From an optimization exercise on the open Yosys and OpenROAD flow, aimed at small area, a short achievable clock period and few clock cycles per item; shortcuts taken in it are not production practice. Where RTL was checked, it was by simulation tests only, not by an equivalence proof against the original. No functional check of the RTL was part of runs 1 and 2. Power figures rest on the tool's default switching activity, not on a simulated workload.

**design/flow/config.mk**
```make
export PLATFORM = sky130hd
export DESIGN_NAME = task_priority_queue
export DESIGN_NICKNAME = task_priority_queue
export VERILOG_FILES = /design/flow/design.v
export SDC_FILE = /design/flow/constraint.sdc
export NUM_CORES = 4
export LEC_CHECK = 0
export CAP_MARGIN = 20
export CORE_MARGIN = 2
export CORE_UTILIZATION = 40
export SETUP_SLACK_MARGIN = 1.3
export SLEW_MARGIN = 20
export SYNTH_HIERARCHICAL = 1
export SYNTH_MINIMUM_KEEP_SIZE = 0
```
**design/flow/constraint.sdc**
```tcl
create_clock -name core_clock -period 3.7 [get_ports {clk}]
set_input_delay 0.7400 -clock core_clock [delete_from_list [all_inputs] [get_ports {clk}]]
set_output_delay 0.7400 -clock core_clock [all_outputs]
set_load 0.01 [all_outputs]
```
**design/flow/design.v**
```verilog
`default_nettype none
package tpq_pkg;
	typedef enum logic {
		OP_ENQ = 1'b0,
		OP_DEQ = 1'b1
	} op_t;
	typedef enum logic [1:0] {
		ST_OK    = 2'd0,
		ST_FULL  = 2'd1,
		ST_EMPTY = 2'd2
	} status_t;
	typedef struct packed {
		logic [7:0]  prio;
		logic [15:0] arrival;
		logic [15:0] service;
		logic [7:0]  dev;
	} entry_t;
	typedef struct packed {
		logic enq;
		logic deq;
	} ctrl_t;
endpackage
`default_nettype wire
`default_nettype none
module tpq_cell (
	input  wire logic            clk,
	input  wire logic            we,
	input  wire tpq_pkg::entry_t new_entry,
	input  wire logic [23:0]     new_key_x,  
	output tpq_pkg::entry_t      slot_q,
	output logic                 ahead
);
	tpq_cmp u_cmp (
		.sp (slot_q.prio),
		.sa (slot_q.arrival),
		.xp (new_key_x[23:16]),
		.xa (new_key_x[15:0]),
		.gt (ahead)
	);
	always_ff @(posedge clk) begin
		if (we) begin
			slot_q <= new_entry;
		end
	end
endmodule
module tpq_cmp (
	input  wire logic [7:0]  sp,
	input  wire logic [15:0] sa,
	input  wire logic [7:0]  xp,
	input  wire logic [15:0] xa,
	output logic             gt
);
	logic [23:0] g0, e0;
	logic [11:0] g1, e1;
	logic [5:0]  g2, e2;
	logic [2:0]  g3, e3;
	assign g0 = {sp & xp, ~(sa | xa)};
	assign e0 = {sp ^ xp, sa ^ xa};
	always_comb begin
		for (int k = 0; k < 12; k++) begin
			g1[k] = g0[2*k+1] | (e0[2*k+1] & g0[2*k]);
			e1[k] = e0[2*k+1] & e0[2*k];
		end
		for (int k = 0; k < 6; k++) begin
			g2[k] = g1[2*k+1] | (e1[2*k+1] & g1[2*k]);
			e2[k] = e1[2*k+1] & e1[2*k];
		end
		for (int k = 0; k < 3; k++) begin
			g3[k] = g2[2*k+1] | (e2[2*k+1] & g2[2*k]);
			e3[k] = e2[2*k+1] & e2[2*k];
		end
	end
	assign gt = g3[2] | (e3[2] & (g3[1] | (e3[1] & g3[0])));
endmodule
`default_nettype wire
`default_nettype none
module task_priority_queue
#(
	parameter int QUEUE_DEPTH = 16
) (
	input  wire logic        clk,
	input  wire logic        arst_n,
	input  wire logic        req_valid,
	output      logic        req_ready,
	input  wire logic        req_operation,
	input  wire logic [7:0]  req_priority_req,
	input  wire logic [15:0] req_arrive_tick,
	input  wire logic [15:0] req_run_cycles,
	input  wire logic [7:0]  req_owner_tag,
	output      logic        rsp_valid,
	input  wire logic        rsp_ready,
	output      logic [1:0]  rsp_status,
	output      logic        rsp_task_valid,
	output      logic [7:0]  rsp_out_priority,
	output      logic [15:0] rsp_out_arrive_tick,
	output      logic [15:0] rsp_out_run_cycles,
	output      logic [7:0]  rsp_out_owner_tag,
	output      logic [4:0]  rsp_occupancy
);
	localparam int N  = QUEUE_DEPTH;
	localparam int CW = $clog2(QUEUE_DEPTH + 1);
	logic [CW-1:0]   count_q;
	logic [N-1:0]    valid_q;
	logic [N-1:0]    alloc_q;      
	logic [N*48-1:0] slot_v;       
	logic [N-1:0]    ahead;        
	logic [N-1:0][N-1:0] bef_q;    
	logic [N-1:0]    head;         
	logic [N-1:0]    we;
	logic [N-1:0]    valid_next;
	logic [N-1:0]    alloc_next;
	logic            res_v_q;
	tpq_pkg::status_t res_status_q;
	logic            res_tvalid_q;
	logic [CW-1:0]   res_occ_q;
	logic [N-1:0]    res_sel_q;    
	logic            ovalid_q;
	tpq_pkg::status_t status_q;
	logic            tvalid_q;
	logic [CW-1:0]   occ_q;
	tpq_pkg::entry_t oentry_q;
	tpq_pkg::entry_t sel_entry;
	logic            adv, fire, is_full, is_empty, enq, deq;
	logic [CW-1:0]   count_next;
	tpq_pkg::entry_t new_entry;
	logic [23:0]     new_key_x;
	assign adv       = !ovalid_q || rsp_ready;
	assign req_ready = !res_v_q || adv;
	assign fire      = req_valid && req_ready;
	assign is_full   = count_q[CW-1];
	assign is_empty  = (count_q == '0);
	assign enq       = fire && (tpq_pkg::op_t'(req_operation) == tpq_pkg::OP_ENQ) && !is_full;
	assign deq       = fire && (tpq_pkg::op_t'(req_operation) == tpq_pkg::OP_DEQ) && !is_empty;
	assign new_entry.prio    = req_priority_req;
	assign new_entry.arrival = req_arrive_tick;
	assign new_entry.service = req_run_cycles;
	assign new_entry.dev     = req_owner_tag;
	assign new_key_x = ~{req_priority_req, req_arrive_tick};
	assign we = enq ? alloc_q : '0;
	for (genvar i = 0; i < N; i++) begin : g_cell
		tpq_cell u_cell (
			.clk       (clk),
			.we        (we[i]),
			.new_entry (new_entry),
			.new_key_x (new_key_x),
			.slot_q    (slot_v[i*48 +: 48]),
			.ahead     (ahead[i])
		);
	end
	always_comb begin
		for (int i = 0; i < N; i++) begin
			head[i] = valid_q[i];
			for (int j = 0; j < N; j++) begin
				if (j < i) head[i] = head[i] && (!valid_q[j] || !bef_q[j][i]);
				if (j > i) head[i] = head[i] && (!valid_q[j] || bef_q[i][j]);
			end
		end
	end
	always_comb begin
		valid_next = valid_q;
		count_next = count_q;
		if (enq) begin
			valid_next = valid_q | alloc_q;
			count_next = count_q + CW'(1);
		end else if (deq) begin
			valid_next = valid_q & ~head;
			count_next = count_q - CW'(1);
		end
	end
	always_comb begin
		logic seen;
		seen = 1'b0;
		for (int i = 0; i < N; i++) begin
			alloc_next[i] = !valid_next[i] && !seen;
			seen = seen || !valid_next[i];
		end
	end
	always_ff @(posedge clk) begin
		for (int i = 0; i < N; i++) begin
			for (int j = i + 1; j < N; j++) begin
				if (enq && (alloc_q[i] || alloc_q[j])) begin
					bef_q[i][j] <= alloc_q[i] ? !ahead[j] : ahead[i];
				end
			end
		end
	end
	always_ff @(posedge clk or negedge arst_n) begin
		if (!arst_n) begin
			count_q  <= '0;
			valid_q  <= '0;
			alloc_q  <= N'(1);
			res_v_q  <= 1'b0;
			ovalid_q <= 1'b0;
		end else begin
			count_q <= count_next;
			valid_q <= valid_next;
			alloc_q <= alloc_next;
			if (fire) begin
				res_v_q <= 1'b1;
			end else if (adv) begin
				res_v_q <= 1'b0;
			end
			if (adv) begin
				ovalid_q <= res_v_q;
			end
		end
	end
	always_ff @(posedge clk) begin
		if (fire) begin
			res_tvalid_q <= deq;
			res_sel_q    <= deq ? head : '0;
			res_occ_q    <= count_next;
			if (enq || deq) begin
				res_status_q <= tpq_pkg::ST_OK;
			end else if (tpq_pkg::op_t'(req_operation) == tpq_pkg::OP_ENQ) begin
				res_status_q <= tpq_pkg::ST_FULL;
			end else begin
				res_status_q <= tpq_pkg::ST_EMPTY;
			end
		end
	end
	always_comb begin
		sel_entry = '0;
		for (int i = 0; i < N; i++) begin
			sel_entry = sel_entry | (slot_v[i*48 +: 48] & {48{res_sel_q[i]}});
		end
	end
	always_ff @(posedge clk) begin
		if (adv && res_v_q) begin
			status_q <= res_status_q;
			tvalid_q <= res_tvalid_q;
			occ_q    <= res_occ_q;
			oentry_q <= sel_entry;
		end
	end
	assign rsp_valid           = ovalid_q;
	assign rsp_status          = status_q;
	assign rsp_task_valid      = tvalid_q;
	assign rsp_out_priority    = oentry_q.prio;
	assign rsp_out_arrive_tick = oentry_q.arrival;
	assign rsp_out_run_cycles  = oentry_q.service;
	assign rsp_out_owner_tag   = oentry_q.dev;
	assign rsp_occupancy       = occ_q;
endmodule
`default_nettype wire
```
**design/flow/run.sh**
```bash
#!/bin/bash
# synth_recipe.tcl (not shown) runs the flow's synth.tcl, then flattens the netlist and writes it again
# the make line also repeats each setting of config.mk as NAME=value (left out here)
make -C /OpenROAD-flow-scripts/flow DESIGN_CONFIG=/design/flow/config.mk WORK_HOME=/design/flow/orfs CLKGATE_MAP_FILE= SYNTH_SCRIPT=/design/flow/synth_recipe.tcl finish
```
==> flow_summary.yaml, run 1 <==
synthesis:
  syn-num-nets: 4093
  syn_inst: 3670
  synthXorXnorAreaFrac_pct: 0.0555
  synth_edf_count: 968
  yosysSeqAreaShare_pct: 63.5
  synthMuxAreaShare_pct: 0.0211
  netlist_top_cells_area: "edfxtp_1 (61%), ha_1 (9.8%), inv_1 (4.5%), a221oi_1 (3.7%), a22o_1 (3.7%)"
  synthAdderAreaFrac_pct: 9.78
  ys_warn_count: 9
  post_synth_instance_area_sq_mm: 0.0473
  synth_top_family_by_area: "compound AO/OA/AOI/OAI gates"
  ys_types: 65
  synth-seq-cells: 1007
  yosysTopAreaCellShare_pct: 61.4
  yosys.area_share.simple_pct: 6.30
  yosysTopAreaCell: "edfxtp_1"
  synthFlopType: "edfxtp_1"
  syn_avg_cell_area_sq_um: 12.9
  synth_compound_area_share_pct: 14.5
  async_flop_share_pct: 3.87
clocking:
  cts_buffer_depth: 3
  cts_max_level: 3
  clock_sinks: 1007
  numCtsBuffers: 104
  clockRootBuffer: "clkbuf_16"
  cts_tree: "built"
  hold_buffers: 0
  path_clk_slew_ps: 60
  insertion_delay_ps: 730
sta:
  period_needed_ps: 2940
  finClkSkew_ps: 54.8
  final-hold-violation-count: 0
  setup_viol: 0
  rsz0062_at_grt: "true"
  fmax_mhz: 341
  finalMaxSlewViolations: 0
  fin_setup_tns_ps: 0
  finalCritPeriodShare_pct: 79.3
  tightest_slew_ps: 1070
  worst_slack_ps: 764
  slew-limit-headroom_pct: 28.7
critical_path:
  cp_data_arrival_time_ps: 3510
  cp_max_fo: 12
  r2r-start: "valid_q[11]$_DFF_PN0_"
  r2r_slack_ps: 760
  cp_top_family: "simple AND/OR/NAND/NOR gates"
  r2r_cells: 8
  r2r-end: "alloc_q[11]$_DFF_PN0_"
  crit_type: "register to register"
  end_kind: "register"
  critical_path_buf_inv_count: 2
  start_kind: "register"
  cp_slowest_cell: "dfrtp_1"
  crit_required_ps: 4280
  max_stage_delay_ps: 620
  crit_chain: "clkinvlp_4, o2111ai_1, or4_1, o21ba_2, o2111ai_4, or4_4, buf_12, nor4b_4"
  crit_start: "valid_q[11]$_DFF_PN0_"
detailed_routing:
  routed_via_density: 6.00
  wl_per_cell_um: 29.1
  routed_wl_mm: 169
  drt-initial-drc-count: 4371
  drc: 0
  first_pass_iters: 5
  drtAntennaViolNets: 0
  num_vias: 34800
power:
  worst_ir_drop_vdd_mv: 0.470
  power.density_mw_per_mm2: 478
  finalPower_mw: 29.0
  p_leak_nw: 23.9
global_routing:
  grt_usage_pct: 27.2
  grt_pass1_wl_mm: 239
  antenna_found_initial: 7
  gr-total-overflow: 0
  grt_max_degree: 49
  grt_pass1_vias: 34200
finish:
  synthToLayoutAreaGrowth_pct: 28.0
  final_common_cell: "edfxtp_1"
  fin_nets: 4596
  final_cell_mix: "edfxtp_1 (968), inv_1 (477), ha_1 (300)"
  final_cells: 5803
  drive_gt1_share_pct: 26.1
  final_cell_area_sq_mm: 0.0606
placement:
  dp_slack_ps: -894
  io_buffers: 110
  dpl.hpwl_mm: 105
  gp_congestion: 0.979
  dp.cells: 5439
  postPlaceCellArea_sq_mm: 0.0525
die:
  core_sq_mm: 0.118
  initial_core_util_pct: 40.2
  rows: 126
  die_x_um: 348
  dieArea_sq_mm: 0.121
  dieHeight_um: 348
  num_io_pins: 111
job:
  maxCapViolCount: 0
worst_hold_path:
  hp-class: "input port to asynchronous set/reset pin"
outcome:
  status: "no timing/DRC/antenna violations"
cell type report:
| cell class | instances | area, sq um |
|---|---|---|
| Antenna cell | 3 | 7.51 |
| Clock buffer | 126 | 2700 |
| Clock inverter | 71 | 821 |
| Fill cell | 9823 | 57200 |
| Inverter | 591 | 2360 |
| Multi-Input combinational cell | 1925 | 17000 |
| Sequential cell | 1007 | 30100 |
| Tap cell | 1536 | 1920 |
| Timing Repair Buffer | 544 | 5690 |
modules after synthesis, one instance, submodules excluded:
module               area, sq um  flip-flops and latches  times used
tpq_cmp                      604                       0          16
task_priority_queue        14600                     239           1
tpq_cell                    1440                      48          16
metrics by stage:
step	hold WS, ps	util [%]
floorplan	400	-
global placement	404	44.6
detailed placement	406	44.6
CTS	183	50.2
global route	257	51.4
finish	185	51.4
worst max-delay path by stage:
| stage | end | slack, ps | cells after the start |
|---|---|---|---|
| after floorplan | alloc_q[14]$_DFF_PN0_ | 440 | 9 |
| after global placement | bef_q[124]$_DFFE_PP_ | -870 | 15 |
| after detailed placement | bef_q[124]$_DFFE_PP_ | -890 | 15 |
| after CTS | alloc_q[14]$_DFF_PN0_ | 750 | 12 |
| after global routing | alloc_q[11]$_DFF_PN0_ | 700 | 12 |
| final | alloc_q[11]$_DFF_PN0_ | 760 | 8 |
report_power, final:
part           internal, mW  switching (mW)
Clock                  6.20            4.65
Sequential             13.1           0.486
Combinational          1.87            2.70
Total                  21.1            7.84
cell usage after synthesis, drive strengths merged, types with 4 or more instances:
| cell | n |
|---|---|
| o22ai | 19 |
| o2111ai | 17 |
| nand2 | 249 |
| a211oi | 33 |
| nor4 | 11 |
| dfrtp | 38 |
| nand4 | 118 |
| nand3 | 7 |
| o21ai | 118 |
| nor3 | 40 |
| o41ai | 16 |
| a22o | 199 |
| buf | 22 |
| o21a | 16 |
| clkbuf | 126 |
| edfxtp | 968 |
| o211ai | 9 |
| or4 | 4 |
| a221o | 17 |
| a2111oi | 6 |
| a21oi | 253 |
| a221oi | 201 |
| ha | 370 |
| inv | 589 |
| nand2b | 30 |
| nand4bb | 16 |
| nor2 | 115 |
| a22oi | 20 |
| or3 | 4 |
flip-flops by register name, indices dropped and copies added (netlist names), 2 cells and up:
signal / flops
res_status_q: 2
bef_q: 120
g_cell.u_cell.slot_q: 768
count_q: 5
res_sel_q: 16
occ_q: 5
alloc_q: 16
valid_q: 16
res_occ_q: 5
oentry_q: 48
status_q: 2
logic make-up after synthesis:
| kind of cell | count (synthesis) |
|---|---|
| fa+ha+maj | 370 |
| simple gates | 608 |
| buf+inv | 739 |
| mux | 1 |
| compound gates | 942 |
| flops | 1007 |
| xor+xnor | 3 |
routing by layer:
| layer | vias to the layer above | routed length, um | GRT usage (%) |
|---|---|---|---|
| met5 | - | 38 | 0 |
| met4 | 6 | 6990 | 10.5 |
| met3 | 355 | 16200 | 4.58 |
| met2 | 1999 | 75700 | 42.1 |
| met1 | 17500 | 70100 | 38.1 |
| li1 | 14900 | - | - |
timing repair:
| item | CTS | global route |
|---|---|---|
| buffers inserted | 92 | 54 |
| cloned | 13 | 5 |
| gates resized for setup | 544 | 194 |
| setup endpoints to repair | 257 | 650 |
| endpoints found under the hold margin | 0 | 0 |
| pin swaps | 188 | 102 |
==> run 2: changes to the inputs <==
--- a/design/flow/config.mk
+++ b/design/flow/config.mk
@@ -10,3 +10,3 @@
 export CORE_UTILIZATION = 40
-export SETUP_SLACK_MARGIN = 1.3
+export SETUP_SLACK_MARGIN = 0.8
 export SLEW_MARGIN = 20
==> run 2 against run 1 <==
Largest power group unchanged. Global-route usage fell by 1.0 points. Hold slack got worse by 22 ps. Final area fell by 4.1%. Sequential share of layout area rose by 2.1 points.
==> flow_summary.yaml, run 2 <==
outcome:
  status: "no timing/DRC/antenna violations"
sta:
  fin_setup_tns_ps: 0
  finalMaxSlewViolations: 0
  rsz0062_at_grt: "true"
  setup_viol: 0
  slew-limit-headroom_pct: 25.8
  finalCritPeriodShare_pct: 78.6
  finClkSkew_ps: 85.0
  final-hold-violation-count: 0
  fmax_mhz: 344
  period_needed_ps: 2910
  hold_ws_ps: 163
  tightest_slew_ps: 1110
power:
  clkPwrFrac_pct: 38.7
  worst_ir_drop_vdd_mv: 0.383
  switching_power_mw: 7.54
  switching_share_pct: 26.5
  p_int_mw: 21.0
  p_leak_nw: 23.2
  power.density_mw_per_mm2: 491
  p_comb_share_pct: 13.8
  power.share.sequential_pct: 47.5
synthesis:
  ys_warn_count: 9
  yosysMostFrequentCell: "edfxtp_1"
  synth_edf_count: 968
  yosysTopAreaCell: "edfxtp_1"
  synthTopCellsByCount: "edfxtp_1 (968), inv_1 (573), ha_1 (370), a21oi_1 (253), nand2_1 (249)"
  synth-seq-cells: 1007
  synthFlopType: "edfxtp_1"
  post_synth_instance_area_sq_mm: 0.0473
  syn_inst: 3670
  netlist_top_cells_area: "edfxtp_1 (61%), ha_1 (9.8%), inv_1 (4.5%), a221oi_1 (3.7%), a22o_1 (3.7%)"
  yosysSeqAreaShare_pct: 63.5
  ys_types: 65
  yosysTopAreaCellShare_pct: 61.4
  syn_avg_cell_area_sq_um: 12.9
  async_flop_share_pct: 3.87
  syn-num-nets: 4093
die:
  die_x_um: 348
  core_sq_mm: 0.118
  dieArea_sq_mm: 0.121
  num_io_pins: 111
  rows: 126
  initial_core_util_pct: 40.2
  dieHeight_um: 348
global_routing:
  antenna_found_initial: 5
  grt_usage_pct: 26.1
  grt_pass1_vias: 33100
  grt_max_degree: 49
  gr-total-overflow: 0
  grt_pass1_wl_mm: 231
clocking:
  insertion_delay_ps: 730
  clock_sinks: 1007
  cts_tree: "built"
  cts_buffer_depth: 3
  cts_max_level: 3
  path_clk_slew_ps: 60
  clockRootBuffer: "clkbuf_16"
  numCtsBuffers: 105
placement:
  postPlaceCellArea_sq_mm: 0.0526
  io_buffers: 110
  gp_congestion: 0.997
  dp.cells: 5434
  dpl.hpwl_mm: 104
critical_path:
  critical_path_buf_inv_count: 0
  crit_chain: "a22oi_1, o211ai_1, a2111oi_0, nand4_1, a21boi_0, or3_1, nor3_1"
  crit_required_ps: 4320
  max_stage_delay_ps: 660
  cp_data_arrival_time_ps: 3530
  start_kind: "register"
  cp_top_family: "compound AO/OA/AOI/OAI gates"
  cp_max_fo: 17
  end_kind: "register"
  cp_slowest_cell: "dfrtp_1"
  crit_type: "register to register"
finish:
  fin_nets: 4497
  final_common_cell: "edfxtp_1"
  drive_gt1_share_pct: 18.0
  final_cell_mix: "edfxtp_1 (968), inv_1 (524), ha_1 (350)"
  final_cell_area_sq_mm: 0.0581
  regMostFlops: "g_cell.u_cell.slot_q"
  synthToLayoutAreaGrowth_pct: 22.7
  largestRegisters: "g_cell.u_cell.slot_q: 768 flops, bef_q: 120 flops, oentry_q: 48 flops"
  multi_input_area_sq_mm: 0.0155
  final.fill_count: 10100
  final_cells: 5698
  regArea_sq_mm: 0.0301
  largest_reg_flops: 768
  fin_util_pct: 49.3
detailed_routing:
  first_pass_iters: 8
  num_vias: 34200
  drc: 0
  drt-initial-drc-count: 4189
  routed_via_density: 6.00
  wl_per_cell_um: 28.6
  drtAntennaViolNets: 0
  routed_wl_mm: 163
job:
  maxCapViolCount: 0
worst_hold_path:
  hp-class: "input port to asynchronous set/reset pin"
==> run 2: worst paths after layout <==
| check | slack, ps | to | cells after the start | startpoint |
|---|---|---|---|---|
| max | 790 | alloc_q[13]$_DFF_PN0_ | 7 | valid_q[0]$_DFF_PN0_ |
| min | 160 | alloc_q[10]$_DFF_PN0_ | 1 | arst_n |
| max reg2reg | 790 | alloc_q[13]$_DFF_PN0_ | 7 | valid_q[0]$_DFF_PN0_ |
| min reg2reg | 420 | occ_q[1]$_DFFE_PP_ | 0 | res_occ_q[1]$_DFFE_PP_ |
| max in group asynchronous | 2890 | valid_q[3]$_DFF_PN0_ | 1 | arst_n |
| min in group core_clock | 420 | occ_q[1]$_DFFE_PP_ | 0 | res_occ_q[1]$_DFFE_PP_ |
==> run 2: kinds of logic (layout without fill, tap and decap cells) <==
| family | Yosys count | count (layout) | synth area share [%] |
|---|---|---|---|
| flops | 1007 | 1007 | 63.5 |
| compound gates | 942 | 942 | 14.5 |
| buf+inv | 739 | 1227 | 5.89 |
| simple gates | 608 | 610 | 6.30 |
| fa+ha+maj | 370 | 370 | 9.78 |
| xor+xnor | 3 | 3 | 0.0555 |
| mux | 1 | 1 | 0.0211 |
| other cells | 0 | 2 | 0 |
==> run 2: routing by layer <==
layer	wire (um)	up-vias	track usage [%]
li1	-	14800	-
met1	66700	17100	36.2
met2	74500	1961	41.7
met3	15900	314	4.47
met4	5850	4	9.08
met5	23	-	0
==> run 2: timing repair <==
action,4_1_cts,5_1_grt
pin swaps,28,64
cloned,3,8
gates resized for setup,159,160
buffers inserted,35,23
setup endpoints to repair,129,125
hold endpoints to repair,0,0
hold buffers,0,0
==> run 2: stage by stage <==
stage               total power [mW]  setup slack (ps)
finish                          28.5               793
global route                    29.3               742
CTS                             28.2               787
detailed placement              17.0              -517
global placement                17.0              -448
floorplan                       15.3               439
==> run 2: power by group through the flow <==
stage                     clock, mW  combinational [mW]  sequential (mW)
after floorplan                   0                1.89             13.4
after global placement            0                3.25             13.7
after detailed placement          0                3.31             13.7
after CTS                      11.1                3.57             13.5
after global routing           11.6                4.18             13.6
final                          11.0                3.93             13.5
==> run 2: final cells by class <==
cell class              instances  area share (%)
clock buffers                 122            4.63
inverters                     591            3.97
diodes                          2         0.00862
repair buffers                443            8.03
well taps                    1536            3.31
flip-flops and latches       1007            51.7
multi-input cells            1926            26.8
clock inverters                71            1.55
==> run 2: worst register-to-register path: stages (launching register included) <==
cell,delay (ps)
dfrtp_1,660
a22oi_1,320
o211ai_1,210
a2111oi_0,560
nand4_1,310
a21boi_0,230
or3_1,400
nor3_1,130
==> run 2: Yosys stat by module, one instance, submodules excluded <==
module	times used	flops+latches
task_priority_queue	1	239
tpq_cmp	16	0
tpq_cell	16	48
==> run 3: changes to the inputs <==
--- a/design/flow/design.v
+++ b/design/flow/design.v
@@ -52,23 +52,42 @@
 );
-	logic [23:0] g0, e0;
-	logic [11:0] g1, e1;
-	logic [5:0]  g2, e2;
-	logic [2:0]  g3, e3;
-	assign g0 = {sp & xp, ~(sa | xa)};
-	assign e0 = {sp ^ xp, sa ^ xa};
-	always_comb begin
-		for (int k = 0; k < 12; k++) begin
-			g1[k] = g0[2*k+1] | (e0[2*k+1] & g0[2*k]);
-			e1[k] = e0[2*k+1] & e0[2*k];
-		end
-		for (int k = 0; k < 6; k++) begin
-			g2[k] = g1[2*k+1] | (e1[2*k+1] & g1[2*k]);
-			e2[k] = e1[2*k+1] & e1[2*k];
-		end
-		for (int k = 0; k < 3; k++) begin
-			g3[k] = g2[2*k+1] | (e2[2*k+1] & g2[2*k]);
-			e3[k] = e2[2*k+1] & e2[2*k];
-		end
-	end
-	assign gt = g3[2] | (e3[2] & (g3[1] | (e3[1] & g3[0])));
+	logic [7:0]  pg0, pe0;
+	logic [3:0]  pg1, pe1;
+	logic [1:0]  pg2, pe2;
+	logic        pg3, pe3;
+	logic [15:0] aw0, ae0;
+	logic [7:0]  aw1, ae1;
+	logic [3:0]  aw2, ae2;
+	logic [1:0]  aw3, ae3;
+	logic        aw4, ae4;
+	assign pg0 = sp & xp;
+	assign pe0 = sp ^ xp;
+	assign aw0 = sa & xa;
+	assign ae0 = sa ^ xa;
+	always_comb begin
+		for (int k = 0; k < 4; k++) begin
+			pg1[k] = pg0[2*k+1] | (pe0[2*k+1] & pg0[2*k]);
+			pe1[k] = pe0[2*k+1] & pe0[2*k];
+		end
+		for (int k = 0; k < 2; k++) begin
+			pg2[k] = pg1[2*k+1] | (pe1[2*k+1] & pg1[2*k]);
+			pe2[k] = pe1[2*k+1] & pe1[2*k];
+		end
+		pg3 = pg2[1] | (pe2[1] & pg2[0]);
+		pe3 = pe2[1] & pe2[0];
+		for (int k = 0; k < 8; k++) begin
+			aw1[k] = aw0[2*k+1] | (ae0[2*k+1] & aw0[2*k]);
+			ae1[k] = ae0[2*k+1] & ae0[2*k];
+		end
+		for (int k = 0; k < 4; k++) begin
+			aw2[k] = aw1[2*k+1] | (ae1[2*k+1] & aw1[2*k]);
+			ae2[k] = ae1[2*k+1] & ae1[2*k];
+		end
+		for (int k = 0; k < 2; k++) begin
+			aw3[k] = aw2[2*k+1] | (ae2[2*k+1] & aw2[2*k]);
+			ae3[k] = ae2[2*k+1] & ae2[2*k];
+		end
+		aw4 = aw3[1] | (ae3[1] & aw3[0]);
+		ae4 = ae3[1] & ae3[0];
+	end
+	assign gt = pg3 | (pe3 & !aw4 & !ae4);
 endmodule
@@ -169,2 +188,4 @@
 	end
+	logic [N-1:0] alloc_enq;
+	logic [N-1:0] below_alloc;
 	always_comb begin
@@ -173,4 +194,17 @@
 		for (int i = 0; i < N; i++) begin
-			alloc_next[i] = !valid_next[i] && !seen;
-			seen = seen || !valid_next[i];
+			alloc_enq[i] = !(valid_q[i] || alloc_q[i]) && !seen;
+			seen = seen || !(valid_q[i] || alloc_q[i]);
+		end
+		seen = 1'b1;
+		for (int i = 0; i < N; i++) begin
+			seen = seen && valid_q[i];
+			below_alloc[i] = seen;
+		end
+	end
+	always_comb begin
+		alloc_next = alloc_q;
+		if (enq) begin
+			alloc_next = alloc_enq;
+		end else if (deq && |(head & below_alloc)) begin
+			alloc_next = head;
 		end
--- a/design/flow/config.mk
+++ b/design/flow/config.mk
@@ -10,3 +10,3 @@
 export CORE_UTILIZATION = 40
-export SETUP_SLACK_MARGIN = 0.8
+export SETUP_SLACK_MARGIN = 1.4
 export SLEW_MARGIN = 20
==> run 3 against run 2 <==
Still clean on timing, DRC and antenna. Clock power increased by 4%. Clock skew fell by 0.88 ps. Sequential power rose by 13%. Total power up 21%. Cell count fell by 3.5%. Setup slack better by 270 ps. Critical path depth increased by 9. Largest power group unchanged.
==> flow_summary.yaml, run 3 <==
placement:
  dpl.hpwl_mm: 116
  dp.cells: 5050
  postPlaceCellArea_sq_mm: 0.0526
  io_buffers: 110
  dp_slack_ps: -351
  gp_congestion: 0.993
sta:
  fin_setup_tns_ps: 0
  finalMaxSlewViolations: 0
  tightest_slew_ps: 1010
  final-hold-violation-count: 0
  finalCritPeriodShare_pct: 71.4
  period_needed_ps: 2640
  worst_slack_ps: 1060
  fmax_mhz: 379
  rsz0062_at_grt: "true"
  setup_viol: 0
  finClkSkew_ps: 84.1
  slew-limit-headroom_pct: 32.9
  hold_ws_ps: 168
synthesis:
  synthAdderAreaFrac_pct: 10.4
  yosysTopAreaCellShare_pct: 62.8
  syn-num-nets: 3692
  syn_inst: 3253
  synthTopCellsByCount: "edfxtp_1 (968), ha_1 (386), nand2_1 (248), a21oi_1 (245), a221oi_1 (210)"
  syn_avg_cell_area_sq_um: 14.2
  synthXorXnorAreaFrac_pct: 0.0568
  async_flop_share_pct: 3.87
  synth-seq-cells: 1007
  synth_edf_count: 968
  netlist_top_cells_area: "edfxtp_1 (63%), ha_1 (10%), a221oi_1 (4.0%), a22o_1 (3.7%), a21oi_1 (2.6%)"
  ys_types: 59
  yosysMostFrequentCell: "edfxtp_1"
  yosysSeqAreaShare_pct: 64.9
  post_synth_instance_area_sq_mm: 0.0463
  yosysTopAreaCell: "edfxtp_1"
  yosys.area_share.simple_pct: 7.63
  synth_top_family_by_area: "compound AO/OA/AOI/OAI gates"
  synth_compound_area_share_pct: 14.9
  ys_warn_count: 9
  synthMuxAreaShare_pct: 0
  synthFlopType: "edfxtp_1"
power:
  switching_power_mw: 10.6
  clkPwrFrac_pct: 33.0
  worst_ir_drop_vdd_mv: 0.439
  p_leak_nw: 22.8
  power.share.sequential_pct: 44.2
  p_int_mw: 24.0
  p_comb_share_pct: 22.8
  power.density_mw_per_mm2: 563
  switching_share_pct: 30.6
  finalPower_mw: 34.6
critical_path:
  crit_chain: "buf_8, clkinvlp_4, buf_12, buf_12, buf_8, buf_6, ha_4, nand4_1, nor2_4, o311a_4, o31ai_2, buf_4, nor2_4, buf_12, buf_16, a21oi_2"
  path_common_cell: "buf_12"
  r2r-end: "bef_q[87]$_DFFE_PP_"
  cp_max_fo: 7
  cp_data_arrival_time_ps: 3110
  r2r_cells: 10
  start_kind: "input port"
  r2r-start: "g_cell[5].u_cell.slot_q[41]$_DFFE_PP_"
  crit_required_ps: 4170
  end_kind: "register"
  r2r_slack_ps: 1130
  max_stage_delay_ps: 270
  cp_slowest_cell: "ha_4"
  crit_type: "input port to register"
clocking:
  clock_sinks: 1007
  numCtsBuffers: 109
  cts_max_level: 3
  cts_buffer_depth: 3
  cts_tree: "built"
  path_clk_slew_ps: 60
  insertion_delay_ps: 760
  clockRootBuffer: "clkbuf_16"
finish:
  final_cells: 5496
  synthToLayoutAreaGrowth_pct: 32.8
  largest_reg_flops: 768
  final_cell_area_sq_mm: 0.0615
  fin_nets: 4329
  final_cell_mix: "edfxtp_1 (968), buf_4 (379), ha_1 (302)"
  largestRegisters: "g_cell.u_cell.slot_q: 768 flops, bef_q: 120 flops, oentry_q: 48 flops"
  drive_gt1_share_pct: 31.3
  fin_util_pct: 53.7
  final_common_cell: "edfxtp_1"
  regMostFlops: "g_cell.u_cell.slot_q"
global_routing:
  use_met3_pct: 5.74
  top_usage_layer: "met2"
  antenna_found_initial: 3
  use_met2_pct: 46.0
  grt_max_degree: 49
  grt_pass1_vias: 33700
  gr-total-overflow: 0
  met1_usage_pct: 41.9
  grt_pass1_wl_mm: 252
  grt_usage_pct: 29.9
die:
  dieArea_sq_mm: 0.118
  core_sq_mm: 0.115
  rows: 124
  dieHeight_um: 344
  die_x_um: 344
  num_io_pins: 111
  initial_core_util_pct: 40.4
detailed_routing:
  drt-initial-drc-count: 4711
  drc: 0
  wl_per_cell_um: 32.9
  routed_via_density: 6.42
  drtAntennaViolNets: 0
  routed_wl_mm: 181
  num_vias: 35300
  first_pass_iters: 6
job:
  maxCapViolCount: 0
worst_hold_path:
  hp-class: "input port to asynchronous set/reset pin"
outcome:
  status: "no timing/DRC/antenna violations"
==> run 3: changes by cell type in the layout (fill, tap and decap cells not counted), moves of 51 or more <==
cell and delta:
ha_4 +64, clkdlybuf4s50_1 -64, dlygate4sd2_1 +51, a21oi_2 +92, a21oi_1 -107, buf_4 +145
buf_6 +71, inv_1 -494
==> run 3: cell families after synthesis <==
| kind of cell | after synthesis |
|---|---|
| compound gates | 924 |
| flops | 1007 |
| buf+inv | 236 |
| simple gates | 697 |
| xor+xnor | 3 |
| fa+ha+maj | 386 |
==> run 3: Yosys stat by module (local to each module, per instance) <==
module,copies in the design,flops+latches,cells inside,cell area [sq um]
tpq_cell,16,48,48,1440
task_priority_queue,1,239,1573,15300
tpq_cmp,16,0,57,494
==> run 3: how the worst max path moves through the flow <==
stage	start	slack (ps)	cells after the start	end
floorplan	rsp_ready	870	7	g_cell[0].u_cell.slot_q[0]$_DFFE_PP_
global placement	req_arrive_tick[13]	-330	13	bef_q[6]$_DFFE_PP_
detailed placement	req_priority_req[5]	-350	11	bef_q[125]$_DFFE_PP_
CTS	g_cell[11].u_cell.slot_q[41]$_DFFE_PP_	1160	9	bef_q[59]$_DFFE_PP_
global route	alloc_q[3]$_DFFE_PN0P_	1080	7	alloc_q[14]$_DFFE_PN0P_
finish	req_arrive_tick[14]	1060	16	bef_q[23]$_DFFE_PP_
==> run 3: what timing repair did <==
action,CTS,global route
setup endpoints to repair,648,189
pin swaps,163,86
hold buffers,0,0
resized for setup,573,188
cloned,17,2
buffers inserted,164,58
==> run 3: layer usage <==
layer,wire (um),vias to the layer above,share of wire (%)
met3,19300,492,11
li1,-,14600,-
met4,9320,4,5.2
met1,72200,17800,40
met5,25,-,0.014
met2,80000,2377,44
==> run 3: critical path, delay by kind of cell <==
kind            cells  cell delay (ps)
compound gates      3              360
fa+ha+maj           1              270
simple gates        3              600
buf+inv             9             1130
==> run 3: layout make-up <==
cell class | count | area, sq um
fill | 9347 | 53000
sequential | 1007 | 30100
multi-input combinational | 2012 | 18200
timing repair buffer | 688 | 7190
clock buffer | 140 | 2910
tap | 1512 | 1890
clock inverter | 64 | 835
inverter | 72 | 395
antenna | 1 | 2.50
==> run 3: power groups by stage <==
stage	Sequential (mW)	Combinational, mW	Clock (mW)
floorplan	14.9	3.39	0
global placement	15.4	6.04	0
detailed placement	15.5	6.13	0
CTS	15.2	7.26	11.6
global route	15.3	8.29	12.0
finish	15.3	7.90	11.4
Testbench counts of run 3, summed over its fixed seeds: cycles 12,016, items 12,000.
==> run 4: changes to the inputs <==
--- a/design/flow/config.mk
+++ b/design/flow/config.mk
@@ -9,4 +9,4 @@
 export CORE_MARGIN = 2
-export CORE_UTILIZATION = 40
-export SETUP_SLACK_MARGIN = 1.4
+export CORE_UTILIZATION = 60
+export SETUP_SLACK_MARGIN = 1.0
 export SLEW_MARGIN = 20
==> run 4 against run 3 <==
Still clean. Clock power decreased by 7%. Global-route usage increased by 15 points. Setup slack got worse by 73 ps. Sequential share of layout area increased by 4.4 points. Combinational power decreased by 16%. Area after synthesis unchanged. Final area decreased by 8.3%. Hold slack improved by 250 ps. Clock skew decreased by 18 ps. Fmax decreased by 2.7%. Non-clock buffer count decreased by 215. Cell count decreased by 13%. Critical endpoint is now bef_q[110]$_DFFE_PP_. Highest routed layer unchanged.
==> flow_summary.yaml, run 4 <==
critical_path:
  critical_path_buf_inv_count: 5
  start_kind: "input port"
  end_kind: "register"
  cp_slowest_cell: "o311a_1"
  r2r-start: "res_sel_q[14]$_SDFFCE_PN0P_"
  cp_top_family: "buffers and inverters"
  r2r-end: "oentry_q[33]$_DFFE_PP_"
  cp_max_fo: 8
  max_stage_delay_ps: 370
  path_common_cell: "buf_4"
  crit_path_end: "bef_q[110]$_DFFE_PP_"
  crit_type: "input port to register"
  crit_start: "req_arrive_tick[1]"
  cp_data_arrival_time_ps: 3240
  r2r_cells: 4
  crit_required_ps: 4230
  crit_chain: "dlygate4sd2_1, inv_1, buf_4, ha_1, o21ai_0, nor2_1, o311a_1, o31ai_1, buf_4, nor2_4, buf_12, a21oi_1"
  cp.depth: 12
  r2r_slack_ps: 1000
sta:
  worst_slack_ps: 986
  setup_viol: 0
  finalMaxSlewViolations: 0
  slew-limit-headroom_pct: 16.2
  hold_ws_ps: 416
  final-hold-violation-count: 0
  period_needed_ps: 2710
  fmax_mhz: 368
  finalCritPeriodShare_pct: 73.3
  fin_setup_tns_ps: 0
  tightest_slew_ps: 1260
  finClkSkew_ps: 66.0
  rsz0062_at_grt: "true"
finish:
  final_common_cell: "edfxtp_1"
  fin_nets: 4105
  final_cell_mix: "edfxtp_1 (968), ha_1 (367), buf_4 (269)"
  regMostFlops: "g_cell.u_cell.slot_q"
  drive_gt1_share_pct: 20.4
  final_cell_area_sq_mm: 0.0564
  synthToLayoutAreaGrowth_pct: 21.8
  largestRegisters: "g_cell.u_cell.slot_q: 768 flops, bef_q: 120 flops, oentry_q: 48 flops"
  largest_reg_flops: 768
  fin_util_pct: 74.0
  final_cells: 4783
die:
  dieArea_sq_mm: 0.0794
  dieHeight_um: 282
  num_io_pins: 111
  die_x_um: 282
  core_sq_mm: 0.0762
  rows: 101
  initial_core_util_pct: 60.7
placement:
  postPlaceCellArea_sq_mm: 0.0516
  gp_congestion: 1.02
  dp.cells: 4549
  dpl.hpwl_mm: 116
  io_buffers: 110
  dp_slack_ps: -307
worst_hold_path:
  hp-class: "register to register"
clocking:
  clockRootBuffer: "clkbuf_16"
  clock_sinks: 1007
  insertion_delay_ps: 730
  cts_tree: "built"
  path_clk_slew_ps: 60
  numCtsBuffers: 101
  cts_max_level: 3
  cts_buffer_depth: 3
synthesis:
  syn_inst: 3253
  yosysMostFrequentCell: "edfxtp_1"
  ys_types: 59
  synth-seq-cells: 1007
  ys_warn_count: 9
  async_flop_share_pct: 3.87
  netlist_top_cells_area: "edfxtp_1 (63%), ha_1 (10%), a221oi_1 (4.0%), a22o_1 (3.7%), a21oi_1 (2.6%)"
  syn-num-nets: 3692
  yosysSeqAreaShare_pct: 64.9
  syn_avg_cell_area_sq_um: 14.2
  yosysTopAreaCell: "edfxtp_1"
  yosysTopAreaCellShare_pct: 62.8
  post_synth_instance_area_sq_mm: 0.0463
  synth_edf_count: 968
  synthTopCellsByCount: "edfxtp_1 (968), ha_1 (386), nand2_1 (248), a21oi_1 (245), a221oi_1 (210)"
  synthFlopType: "edfxtp_1"
global_routing:
  grt_pass1_wl_mm: 249
  grt_usage_pct: 44.8
  antenna_found_initial: 6
  grt_max_degree: 50
  grt_pass1_vias: 34900
  gr-total-overflow: 0
power:
  worst_ir_drop_vdd_mv: 0.614
  finalPower_mw: 32.6
  p_leak_nw: 21.2
  power.density_mw_per_mm2: 578
detailed_routing:
  routed_via_density: 7.47
  first_pass_iters: 6
  routed_wl_mm: 178
  wl_per_cell_um: 37.2
  drtAntennaViolNets: 0
  drt-initial-drc-count: 5424
  num_vias: 35700
  drc: 0
job:
  maxCapViolCount: 0
outcome:
  status: "no timing/DRC/antenna violations"
[run 4: changes by cell type in the layout (fill, tap and decap cells not counted), sizes merged, moves of 3 or more]
cell           delta
diode             +3
clkinv           +19
dlygate4sd2      -44
clkdlybuf4s50    +57
clkinvlp          -5
clkdlybuf4s15     -5
clkbuf           -28
buf             -226
bufinv            -3
[run 4: where the power goes]
part | internal (mW) | switching [mW]
sequential | 14.3 | 1.08
clock | 5.91 | 4.66
combinational | 2.34 | 4.31
total | 22.5 | 10.0
[run 4: repair_timing]
item	4_1_cts	5_1_grt
hold buffers	0	1
endpoints found under the hold margin	0	11
cloned	5	1
endpoints found under the setup margin	137	131
gates resized for setup	206	65
pin swaps	50	23
setup buffers	23	11
[run 4: final cells by class]
class                           count  area, sq um
Sequential cell                  1007        30100
Fill cell                        4780        19800
Multi-Input combinational cell   2011        16500
Timing Repair Buffer              473         4760
Clock buffer                      111         2560
Tap cell                         1030         1290
Clock inverter                     75          842
Inverter                           72          364
Antenna cell                        4         10.0
[run 4: per-layer routing]
| metal | routed length [um] | up-vias | track usage [%] |
|---|---|---|---|
| met5 | 27 | - | 0 |
| met2 | 78100 | 3450 | 67.2 |
| met1 | 62400 | 17400 | 59.3 |
| li1 | - | 14100 | - |
| met4 | 11600 | 4 | 25.3 |
| met3 | 25800 | 707 | 12.4 |
[run 4: worst min path at each step]
stage                                       end  depth (start not counted)                           from  slack, ps
after global placement       tvalid_q$_DFFE_PP_                          0         res_tvalid_q$_DFFE_PP_        400
after floorplan              occ_q[0]$_DFFE_PP_                          0         res_occ_q[0]$_DFFE_PP_        400
after global routing      status_q[1]$_DFFE_PP_                          0  res_status_q[1]$_SDFFCE_PP0P_        430
after CTS                  count_q[4]$_DFF_PN0_                          1                         arst_n        260
final                        occ_q[3]$_DFFE_PP_                          0         res_occ_q[3]$_DFFE_PP_        420
after detailed placement     occ_q[3]$_DFFE_PP_                          0         res_occ_q[3]$_DFFE_PP_        400
[run 4: cell families (layout without fill, tap and decap cells)]
logic type / count (synthesis) / in the layout / share of synthesized area (%)
AOI/OAI and AO/OA: 924 / 924 / 14.9
xor gates and xnor gates: 3 / 3 / 0.0568
adders and majority gates: 386 / 386 / 10.4
buffers and inverters: 236 / 731 / 2.04
DFF: 1007 / 1007 / 64.9
other: 0 / 4 / 0
and+or+nand+nor: 697 / 698 / 7.63
[run 4: Yosys stat by module, one instance, submodules excluded]
module	area (sq um)	times used	flip-flops and latches	cells inside
task_priority_queue	15300	1	239	1573
tpq_cell	1440	16	48	48
tpq_cmp	494	16	0	57
==> run 5: changes to the inputs <==
--- a/design/flow/config.mk
+++ b/design/flow/config.mk
@@ -10,3 +10,3 @@
 export CORE_UTILIZATION = 60
-export SETUP_SLACK_MARGIN = 1.0
+export SETUP_SLACK_MARGIN = 1.2
 export SLEW_MARGIN = 20
==> run 5 against run 4 <==
Register-to-register slack better by 50 ps. Critical path depth unchanged. Via count up 3.4%. Wire length is 3.6% higher. Clock power about the same. Combinational power up 18%. Setup slack better by 59 ps. Largest power group unchanged.
==> flow_summary.yaml, run 5 <==
critical_path:
  crit_type: "input port to register"
  critical_path_buf_inv_count: 5
  cp_data_arrival_time_ps: 3190
  end_kind: "register"
  crit_chain: "buf_8, clkinvlp_4, buf_6, ha_1, and4_4, nand4_1, a221o_1, o31ai_4, buf_12, nor2_4, buf_12, a21oi_2"
  crit_required_ps: 4240
  max_stage_delay_ps: 370
  cp_top_family: "compound AO/OA/AOI/OAI gates"
  cp_slowest_cell: "a221o_1"
  path_common_cell: "buf_12"
  start_kind: "input port"
  cp_max_fo: 8
finish:
  regMostFlops: "g_cell.u_cell.slot_q"
  largest_reg_flops: 768
  fin_nets: 4283
  fin_util_pct: 78.8
  largestRegisters: "g_cell.u_cell.slot_q: 768 flops, bef_q: 120 flops, oentry_q: 48 flops"
  synthToLayoutAreaGrowth_pct: 29.7
  final_cell_mix: "edfxtp_1 (968), buf_4 (362), ha_1 (301)"
  final_common_cell: "edfxtp_1"
  drive_gt1_share_pct: 30.1
  final_cell_area_sq_mm: 0.0600
global_routing:
  grt_max_degree: 49
  grt_pass1_wl_mm: 250
  grt_usage_pct: 45.0
  grt_pass1_vias: 35400
  antenna_found_initial: 9
  gr-total-overflow: 0
clocking:
  numCtsBuffers: 100
  cts_buffer_depth: 3
  path_clk_slew_ps: 60
  cts_tree: "built"
  insertion_delay_ps: 710
  cts_max_level: 3
  clock_sinks: 1007
  clockRootBuffer: "clkbuf_16"
synthesis:
  synthXorXnorAreaFrac_pct: 0.0568
  ys_types: 59
  syn_inst: 3253
  syn_avg_cell_area_sq_um: 14.2
  yosysMostFrequentCell: "edfxtp_1"
  synth_edf_count: 968
  synth-seq-cells: 1007
  ys_warn_count: 9
  yosysTopAreaCellShare_pct: 62.8
  post_synth_instance_area_sq_mm: 0.0463
  yosysTopAreaCell: "edfxtp_1"
  synth_compound_area_share_pct: 14.9
  yosysSeqAreaShare_pct: 64.9
  synthTopCellsByCount: "edfxtp_1 (968), ha_1 (386), nand2_1 (248), a21oi_1 (245), a221oi_1 (210)"
  netlist_top_cells_area: "edfxtp_1 (63%), ha_1 (10%), a221oi_1 (4.0%), a22o_1 (3.7%), a21oi_1 (2.6%)"
  syn-num-nets: 3692
  async_flop_share_pct: 3.87
  synthAdderAreaFrac_pct: 10.4
  synthMuxAreaShare_pct: 0
  yosys.area_share.simple_pct: 7.63
  synthFlopType: "edfxtp_1"
  synth_top_family_by_area: "compound AO/OA/AOI/OAI gates"
sta:
  final-hold-violation-count: 0
  fin_setup_tns_ps: 0
  rsz0062_at_grt: "true"
  hold_ws_ps: 205
  finalCritPeriodShare_pct: 71.7
  fmax_mhz: 377
  period_needed_ps: 2650
  tightest_slew_ps: 1250
  finalMaxSlewViolations: 0
  finClkSkew_ps: 36.1
  slew-limit-headroom_pct: 16.7
  setup_viol: 0
power:
  p_leak_nw: 22.3
  worst_ir_drop_vdd_mv: 0.754
  power.density_mw_per_mm2: 560
  finalPower_mw: 33.6
detailed_routing:
  drc: 0
  first_pass_iters: 9
  wl_per_cell_um: 37.2
  routed_via_density: 7.45
  drt-initial-drc-count: 5981
  drtAntennaViolNets: 0
  routed_wl_mm: 184
  num_vias: 36900
job:
  maxCapViolCount: 0
die:
  core_sq_mm: 0.0762
  initial_core_util_pct: 60.7
  die_x_um: 282
  dieHeight_um: 282
  num_io_pins: 111
  dieArea_sq_mm: 0.0794
  rows: 101
placement:
  gp_congestion: 1.04
  postPlaceCellArea_sq_mm: 0.0515
  dpl.hpwl_mm: 112
  io_buffers: 110
outcome:
  status: "no timing/DRC/antenna violations"
worst_hold_path:
  hp-class: "input port to asynchronous set/reset pin"
run 5: cell types whose count changed in the layout (fill, tap and decap cells not counted), sizes merged, moves of 9 or more:
| cell | previous run | this run |
|---|---|---|
| inv | 48 | 38 |
| dlygate4sd2 | 14 | 2 |
| clkinvlp | 30 | 45 |
| clkinv | 57 | 48 |
| clkbuf | 115 | 126 |
| buf | 363 | 552 |
run 5: modules after synthesis, one instance, submodules excluded:
| module | flip-flops and latches | cells inside | cell area [sq um] |
|---|---|---|---|
| tpq_cell | 48 | 48 | 1440 |
| task_priority_queue | 239 | 1573 | 15300 |
| tpq_cmp | 0 | 57 | 494 |
run 5: worst paths after layout:
kind                                                            start                 endpoint  slack (ps)  cells past startpoint
worst min register to register                 res_occ_q[1]$_DFFE_PP_       occ_q[1]$_DFFE_PP_         420                      0
worst max-delay path                              req_priority_req[5]     bef_q[123]$_DFFE_PP_        1050                     12
max in group asynchronous                                      arst_n  valid_q[10]$_DFFE_PN0P_        2750                      1
worst min-delay path                                           arst_n     count_q[4]$_DFF_PN0_         200                      1
min in group core_clock                        res_occ_q[1]$_DFFE_PP_       occ_q[1]$_DFFE_PP_         420                      0
worst max register to register  g_cell[7].u_cell.slot_q[47]$_DFFE_PP_     bef_q[123]$_DFFE_PP_        1050                      9
run 5: final cells by class:
type,instances,area [sq um]
Fill cell,4317,16200
Antenna cell,3,7.51
Timing Repair Buffer,650,6720
Sequential cell,1007,30100
Inverter,72,424
Multi-Input combinational cell,2011,18200
Tap cell,1030,1290
Clock inverter,67,739
Clock buffer,117,2590
Timing Repair inverter,2,15.0
run 5: report_power, final:
group | internal (mW) | switching, mW
clock | 5.76 | 4.62
sequential | 14.3 | 1.08
combinational | 3.01 | 4.88
run 5: cell families after synthesis:
logic type,Yosys count
AND/OR/NAND/NOR,697
AO/OA/AOI/OAI,924
adder cells (fa/ha/maj),386
flip-flops,1007
buffers and inverters,236
XOR/XNOR,3
run 5: routing by layer:
layer	GRT usage (%)	vias up	share of wire, %
met1	60.1	18200	35
met3	13.7	835	15
li1	-	14500	-
met4	24.7	10	7.0
met5	0	-	0.037
met2	66.4	3408	43
run 5: stage by stage:
step | std cells | worst slack [ps]
floorplan | 3253 | 868
global placement | 4528 | -378
detailed placement | 4528 | -425
CTS | 4874 | 1130
global route | 4956 | 1030
finish | 4959 | 1050
run 5: worst reg2reg max path, cell delays in order (launching register included):
cell	delay (ps)
edfxtp_1	470
ha_4	340
and4_4	280
nand4_1	240
a221o_1	370
o31ai_4	320
buf_12	170
nor2_4	40
buf_12	150
a21oi_2	110
run 5: what timing repair did:
action,in CTS,in global routing
resized for setup,424,279
setup buffers,154,74
setup endpoints to repair,372,151
cloned,8,8
pin swaps,113,133
hold buffers,0,0
==> run 6: changes to the inputs <==
--- a/design/flow/config.mk
+++ b/design/flow/config.mk
@@ -9,4 +9,4 @@
 export CORE_MARGIN = 2
-export CORE_UTILIZATION = 60
-export SETUP_SLACK_MARGIN = 1.2
+export CORE_UTILIZATION = 40
+export SETUP_SLACK_MARGIN = 1.0
 export SLEW_MARGIN = 20
==> run 6 against run 5 <==
Die area grew 49%. Setup slack lost 100 ps. First-iteration DRC count shrank 32%. Via count shrank 8.4%. Critical path depth shrank 2. Area after synthesis is the same. Utilization shrank 29 points. Critical endpoint is now alloc_q[7]$_DFFE_PN0P_. Largest power group unchanged. Highest routed layer unchanged.
==> flow_summary.yaml, run 6 <==
sta:
  fin_setup_tns_ps: 0
  finalMaxSlewViolations: 0
  worst_slack_ps: 943
  period_needed_ps: 2760
  rsz0062_at_grt: "true"
  hold_ws_ps: 155
  slew-limit-headroom_pct: 15.8
  finalCritPeriodShare_pct: 74.5
  setup_viol: 0
  tightest_slew_ps: 1260
  fmax_mhz: 363
  finClkSkew_ps: 105
  final-hold-violation-count: 0
synthesis:
  post_synth_instance_area_sq_mm: 0.0463
  syn_avg_cell_area_sq_um: 14.2
  yosysTopAreaCellShare_pct: 62.8
  ys_warn_count: 9
  yosysSeqAreaShare_pct: 64.9
  synthTopCellsByCount: "edfxtp_1 (968), ha_1 (386), nand2_1 (248), a21oi_1 (245), a221oi_1 (210)"
  yosysTopAreaCell: "edfxtp_1"
  ys_types: 59
  syn-num-nets: 3692
  syn_inst: 3253
  synth_edf_count: 968
  synth-seq-cells: 1007
  netlist_top_cells_area: "edfxtp_1 (63%), ha_1 (10%), a221oi_1 (4.0%), a22o_1 (3.7%), a21oi_1 (2.6%)"
  yosysMostFrequentCell: "edfxtp_1"
  async_flop_share_pct: 3.87
  synthFlopType: "edfxtp_1"
global_routing:
  antenna_found_initial: 6
  grt_pass1_wl_mm: 241
  grt_pass1_vias: 32700
  grt_max_degree: 50
  grt_usage_pct: 28.6
  gr-total-overflow: 0
placement:
  io_buffers: 110
  gp_congestion: 0.994
  postPlaceCellArea_sq_mm: 0.0524
  dp.cells: 5047
  dpl.hpwl_mm: 114
  dp_slack_ps: -440
clocking:
  clockRootBuffer: "clkbuf_16"
  path_clk_slew_ps: 60
  clock_sinks: 1007
  cts_max_level: 3
  cts_buffer_depth: 3
  hold_buffers: 0
  insertion_delay_ps: 770
  cts_tree: "built"
  numCtsBuffers: 109
power:
  switching_power_mw: 9.86
  power.density_mw_per_mm2: 580
  power.share.sequential_pct: 46.0
  worst_ir_drop_vdd_mv: 0.391
  finalPower_mw: 33.1
  switching_share_pct: 29.8
  p_comb_share_pct: 19.2
  clkPwrFrac_pct: 34.8
  p_leak_nw: 21.5
  p_int_mw: 23.3
detailed_routing:
  first_pass_iters: 6
  wl_met3_mm: 16.9
  wl_met2_mm: 77.5
  routed_via_density: 6.38
  drc: 0
  drtAntennaViolNets: 0
  routed_wl_mm: 171
  top_layer_used: "met5"
  wl_per_cell_um: 32.3
  wl_met1_mm: 69.3
  num_vias: 33800
  drt-initial-drc-count: 4047
die:
  num_io_pins: 111
  die_x_um: 344
  initial_core_util_pct: 40.4
  dieHeight_um: 344
  core_sq_mm: 0.115
  rows: 124
  dieArea_sq_mm: 0.118
finish:
  final_cells: 5305
  regMostFlops: "g_cell.u_cell.slot_q"
  final_cell_mix: "edfxtp_1 (968), ha_1 (376), buf_4 (308)"
  drive_gt1_share_pct: 19.7
  largest_reg_flops: 768
  fin_nets: 4136
  final_common_cell: "edfxtp_1"
  fin_util_pct: 49.9
  largestRegisters: "g_cell.u_cell.slot_q: 768 flops, bef_q: 120 flops, oentry_q: 48 flops"
  final.fill_count: 9837
  final_cell_area_sq_mm: 0.0571
  synthToLayoutAreaGrowth_pct: 23.4
critical_path:
  r2r_cells: 10
  r2r-start: "valid_q[2]$_DFFE_PN0P_"
  cp_data_arrival_time_ps: 3400
  start_kind: "register"
  r2r_slack_ps: 940
  r2r-end: "alloc_q[7]$_DFFE_PN0P_"
  end_kind: "register"
  cp_max_fo: 13
  crit_required_ps: 4350
  crit_type: "register to register"
outcome:
  status: "no timing/DRC/antenna violations"
job:
  maxCapViolCount: 0
worst_hold_path:
  hp-class: "input port to asynchronous set/reset pin"
==> run 6: cell types whose count changed in the layout (fill, tap and decap cells not counted), sizes merged <==
cell | before | now
buf | 552 | 386
bufinv | 10 | 18
clkbuf | 126 | 133
clkdlybuf4s15 | 2 | 4
clkdlybuf4s50 | 84 | 85
clkinv | 48 | 55
clkinvlp | 45 | 32
dlygate4sd2 | 2 | 5
dlymetal6s2s | 0 | 4
inv | 38 | 50
or2 | 3 | 2
==> run 6: cells by family after synthesis <==
kind of cell | synth area share [%]
AO/OA/AOI/OAI | 14.9
XOR/XNOR | 0.0568
adder cells (fa/ha/maj) | 10.4
buffers and inverters | 2.04
flip-flops | 64.9
AND/OR/NAND/NOR | 7.63
==> run 6: metal layers <==
layer  vias up  track usage [%]
met5         -                0
met4         4             11.4
met3       386             5.64
met2      2067             44.5
met1     17200             39.4
li1      14200                -
==> run 6: worst max-delay path by stage <==
| stage | start | to | depth (start not counted) |
|---|---|---|---|
| 3_3_place_gp | req_arrive_tick[7] | bef_q[73]$_DFFE_PP_ | 9 |
| 6_report | valid_q[2]$_DFFE_PN0P_ | alloc_q[7]$_DFFE_PN0P_ | 10 |
| 5_1_grt | req_arrive_tick[1] | bef_q[46]$_DFFE_PP_ | 11 |
| 4_1_cts | req_priority_req[5] | bef_q[11]$_DFFE_PP_ | 12 |
| 3_5_place_dp | req_arrive_tick[7] | bef_q[159]$_DFFE_PP_ | 9 |
| 2_1_floorplan | rsp_ready | g_cell[9].u_cell.slot_q[0]$_DFFE_PP_ | 7 |
==> run 6: power by group through the flow <==
stage / Combinational (mW) / Clock [mW] / Sequential (mW)
finish: 6.35 / 11.5 / 15.2
global route: 6.76 / 12.1 / 15.3
CTS: 6.18 / 11.7 / 15.2
detailed placement: 5.99 / 0 / 15.4
global placement: 5.89 / 0 / 15.4
floorplan: 3.34 / 0 / 14.9
==> run 6: area by class of cell <==
| class | count | area, sq um | area share [%] |
|---|---|---|---|
| repair buffers | 496 | 4900 | 8.58 |
| inverters | 72 | 374 | 0.655 |
| multi-input cells | 2010 | 16100 | 28.1 |
| well taps | 1512 | 1890 | 3.31 |
| clock buffers | 122 | 2790 | 4.88 |
| clock inverters | 82 | 997 | 1.75 |
| diodes | 3 | 7.51 | 0.0131 |
| repair inverters | 1 | 5.00 | 0.00876 |
| flip-flops and latches | 1007 | 30100 | 52.7 |
==> run 6: worst max-delay path, stage by stage (launching register included) <==
cell and delay [ps]:
dfrtp_2 460, a22oi_1 420, o211ai_1 170, nor4_1 490
buf_4 230, a211oi_1 60, o21ai_1 230, buf_4 170
o31ai_4 80, buf_12 160, a32oi_1 170
==> run 6: repair_timing <==
action                     CTS  global route
cloned                       2             1
setup buffers               31            17
setup endpoints to repair  137           133
resized for setup           98            77
pin swaps                   12            14
==> run 6: per-module statistics from Yosys (local to each module, per instance) <==
module | copies in the design | area (sq um) | flops+latches
task_priority_queue | 1 | 15300 | 239
tpq_cell | 16 | 1440 | 48
tpq_cmp | 16 | 494 | 0
==> run 7: changes to the inputs <==
--- a/design/flow/config.mk
+++ b/design/flow/config.mk
@@ -10,2 +10,3 @@
 export CORE_UTILIZATION = 40
+export CTS_BUF_LIST = sky130_fd_sc_hd__clkbuf_4 sky130_fd_sc_hd__clkbuf_8
 export SETUP_SLACK_MARGIN = 1.0
==> run 7 against run 6 <==
Clock skew is 52 ps lower. Still clean on timing, DRC and antenna. Cell count up 1.9%. Hold slack improved by 220 ps. Via count rose by 1.2%. First-iteration DRC count rose by 3.3%. Clock power down about 10%. Critical path depth is 1 higher. Synthesized cell count unchanged. Setup slack better by 19 ps. Critical path type is now input port to register. Largest power group unchanged. Combinational power shrank 0.6%. Global-route usage up 0.14 points.
==> flow_summary.yaml, run 7 <==
outcome:
  status: "no timing/DRC/antenna violations"
clocking:
  clockRootBuffer: "clkbuf_8"
  path_clk_slew_ps: 60
  cts_buffer_depth: 3
  insertion_delay_ps: 880
  numCtsBuffers: 172
  clock_sinks: 1007
  cts_tree: "built"
  cts_max_level: 4
synthesis:
  yosys.area_share.simple_pct: 7.63
  syn_avg_cell_area_sq_um: 14.2
  synth-seq-cells: 1007
  syn-num-nets: 3692
  yosysTopAreaCellShare_pct: 62.8
  synth_edf_count: 968
  post_synth_instance_area_sq_mm: 0.0463
  netlist_top_cells_area: "edfxtp_1 (63%), ha_1 (10%), a221oi_1 (4.0%), a22o_1 (3.7%), a21oi_1 (2.6%)"
  ys_types: 59
  synthFlopType: "edfxtp_1"
  yosysSeqAreaShare_pct: 64.9
  synthTopCellsByCount: "edfxtp_1 (968), ha_1 (386), nand2_1 (248), a21oi_1 (245), a221oi_1 (210)"
  synth_top_family_by_area: "compound AO/OA/AOI/OAI gates"
  yosysTopAreaCell: "edfxtp_1"
  ys_warn_count: 9
  synthMuxAreaShare_pct: 0
  syn_inst: 3253
  synth_compound_area_share_pct: 14.9
  async_flop_share_pct: 3.87
  synthAdderAreaFrac_pct: 10.4
  synthXorXnorAreaFrac_pct: 0.0568
  yosysMostFrequentCell: "edfxtp_1"
sta:
  setup_viol: 0
  finalMaxSlewViolations: 0
  fmax_mhz: 365
  finClkSkew_ps: 53.1
  finalCritPeriodShare_pct: 74.0
  period_needed_ps: 2740
  hold_ws_ps: 378
  slew-limit-headroom_pct: 14.5
  final-hold-violation-count: 0
  rsz0062_at_grt: "true"
  tightest_slew_ps: 1280
finish:
  regMostFlops: "g_cell.u_cell.slot_q"
  drive_gt1_share_pct: 21.1
  largestRegisters: "g_cell.u_cell.slot_q: 768 flops, bef_q: 120 flops, oentry_q: 48 flops"
  final.fill_count: 9924
  synthToLayoutAreaGrowth_pct: 22.5
  final_cell_area_sq_mm: 0.0567
  final_common_cell: "edfxtp_1"
  largest_reg_flops: 768
  fin_nets: 4198
  final_cell_mix: "edfxtp_1 (968), ha_1 (378), buf_4 (311)"
global_routing:
  antenna_found_initial: 4
  grt_usage_pct: 28.7
  grt_pass1_vias: 33300
  grt_max_degree: 50
  grt_pass1_wl_mm: 242
  gr-total-overflow: 0
critical_path:
  crit_type: "input port to register"
  cp_top_family: "compound AO/OA/AOI/OAI gates"
  cp_max_fo: 8
  end_kind: "register"
  cp_data_arrival_time_ps: 3340
  start_kind: "input port"
  crit_required_ps: 4300
  cp_slowest_cell: "clkdlybuf4s50_1"
  critical_path_buf_inv_count: 5
  path_common_cell: "buf_4"
  r2r_slack_ps: 1010
  max_stage_delay_ps: 510
  crit_chain: "clkdlybuf4s50_1, inv_2, buf_4, ha_1, a21oi_1, o21ai_0, buf_4, a221o_1, o31ai_4, buf_4, a21oi_1"
detailed_routing:
  routed_via_density: 6.33
  drt-initial-drc-count: 4179
  wl_per_cell_um: 31.8
  first_pass_iters: 6
  routed_wl_mm: 172
  drc: 0
  drtAntennaViolNets: 0
  num_vias: 34200
power:
  power.density_mw_per_mm2: 562
  finalPower_mw: 31.9
  worst_ir_drop_vdd_mv: 0.356
  p_leak_nw: 21.4
worst_hold_path:
  hp-class: "input port to register"
die:
  dieHeight_um: 344
  core_sq_mm: 0.115
  num_io_pins: 111
  rows: 124
  initial_core_util_pct: 40.4
  dieArea_sq_mm: 0.118
  die_x_um: 344
job:
  maxCapViolCount: 0
placement:
  io_buffers: 110
  dpl.hpwl_mm: 114
  postPlaceCellArea_sq_mm: 0.0524
  gp_congestion: 0.994
==> run 7: cell types whose count changed in the layout (fill, tap and decap cells not counted), moves of 5 or more <==
cell / previous run / this run
clkbuf_1: 12 / 0
clkinv_2: 30 / 19
clkbuf_2: 10 / 3
dlygate4sd2_1: 5 / 11
bufinv_16: 18 / 7
clkinv_16: 5 / 0
clkbuf_8: 1 / 178
o21ai_1: 8 / 2
clkinv_1: 18 / 41
clkbuf_16: 110 / 1
clkbuf_4: 0 / 48
o21ai_0: 58 / 66
==> run 7: logic make-up (layout without fill, tap and decap cells) <==
family / count (synthesis) / in the layout
compound gates: 924 / 924
xor+xnor: 3 / 3
fa+ha+maj: 386 / 386
buf+inv: 236 / 873
flops: 1007 / 1007
other cells: 0 / 4
simple gates: 697 / 698
==> run 7: metrics by stage <==
stage | worst slack (ps) | cells | util, % | setup TNS (ps)
global route | 984 | 5405 | 49.5 | 0
floorplan | 846 | 3253 | - | 0
CTS | 958 | 5381 | 49.2 | 0
finish | 962 | 5407 | 49.5 | 0
detailed placement | -440 | 5047 | 45.8 | -28680
global placement | -393 | 5045 | 45.7 | -24750
==> run 7: where the power goes <==
part / switching, mW / leakage [nW] / internal (mW)
Sequential: 0.959 / 9.15 / 14.3
Clock: 4.81 / 1.81 / 5.49
Combinational: 4.08 / 10.5 / 2.23
Total: 9.85 / 21.4 / 22.0
==> run 7: final cells by class <==
type,count,area [sq um],area share [%]
sequential,1007,30100,53.1
inverter,72,367,0.647
clock buffer,226,2810,4.96
tap,1512,1890,3.34
timing repair buffer,495,4870,8.60
clock inverter,80,647,1.14
multi-input combinational,2011,16000,28.2
antenna,4,10.0,0.0177
==> run 7: final timing paths <==
path	startpoint	endpoint	cells after the start
max reg2reg	valid_q[6]$_DFFE_PN0P_	alloc_q[7]$_DFFE_PN0P_	8
min in group asynchronous	arst_n	alloc_q[12]$_DFFE_PN0P_	2
min	req_arrive_tick[15]	g_cell[10].u_cell.slot_q[39]$_DFFE_PP_	2
max	req_arrive_tick[4]	bef_q[18]$_DFFE_PP_	11
max in group asynchronous	arst_n	valid_q[5]$_DFFE_PN0P_	2
min reg2reg	res_occ_q[4]$_DFFE_PP_	occ_q[4]$_DFFE_PP_	0
==> run 7: routing by layer <==
layer | part of all wire [%] | vias up | global-route usage [%]
li1 | - | 14400 | -
met1 | 40 | 17200 | 39.0
met2 | 45 | 2193 | 44.5
met3 | 10 | 423 | 6.29
met4 | 4.8 | 4 | 12.5
met5 | 0.013 | - | 0
==> run 7: repair_timing <==
action,4_1_cts,5_1_grt
hold buffers,1,0
gates resized for setup,68,58
hold endpoints to repair,14,0
setup buffers,26,20
gates cloned,1,2
pin swaps,9,9
setup endpoints to repair,137,146
==> run 7: per-module statistics from Yosys (local to each module, per instance) <==
module               cell area (sq um)  cells inside
tpq_cell                          1440            48
task_priority_queue              15300          1573
tpq_cmp                            494            57

[re-timing with driven ports]
In the flow no input, the clock included, has a driving cell. The finished layouts below were timed again as built, in two steps.
Step 1: set_driving_cell puts a clkbuf_16 on clk and a buf_2 on each other input, an assumption about the parent block.
Step 2 adds t to the input delays and takes it off the output delays; t is the mean of the earliest and latest rising clock arrival at the registers after step 1. Input paths then give back, and output paths get back, about the clock's delay inside the block.
Slacks: no drivers / after step 1 / after step 2; pairs: no drivers / after step 1.
run | t (ns) | slack for setup (ns) | pins driven straight from the clock port
run 1 | 0.770 | 0.764 / 0.764 / 0.141 | 1
run 2 | 0.758 | 0.793 / 0.793 / 0.061 | 1
run 3 | 0.779 | 1.060 / 1.050 / 0.270 | 1
run 4 | 0.766 | 0.986 / 1.004 / 0.263 | 1
run 5 | 0.762 | 1.046 / 1.050 / 0.301 | 1
run 6 | 0.794 | 0.943 / 0.943 / 0.218 | 1
run 7 | 0.925 | 0.962 / 0.954 / 0.029 | 1
After both steps every run listed still meets setup and hold. The setup slack of run 7, which loses most, moves by -0.008 ns with the drivers and by -0.933 ns with both steps.
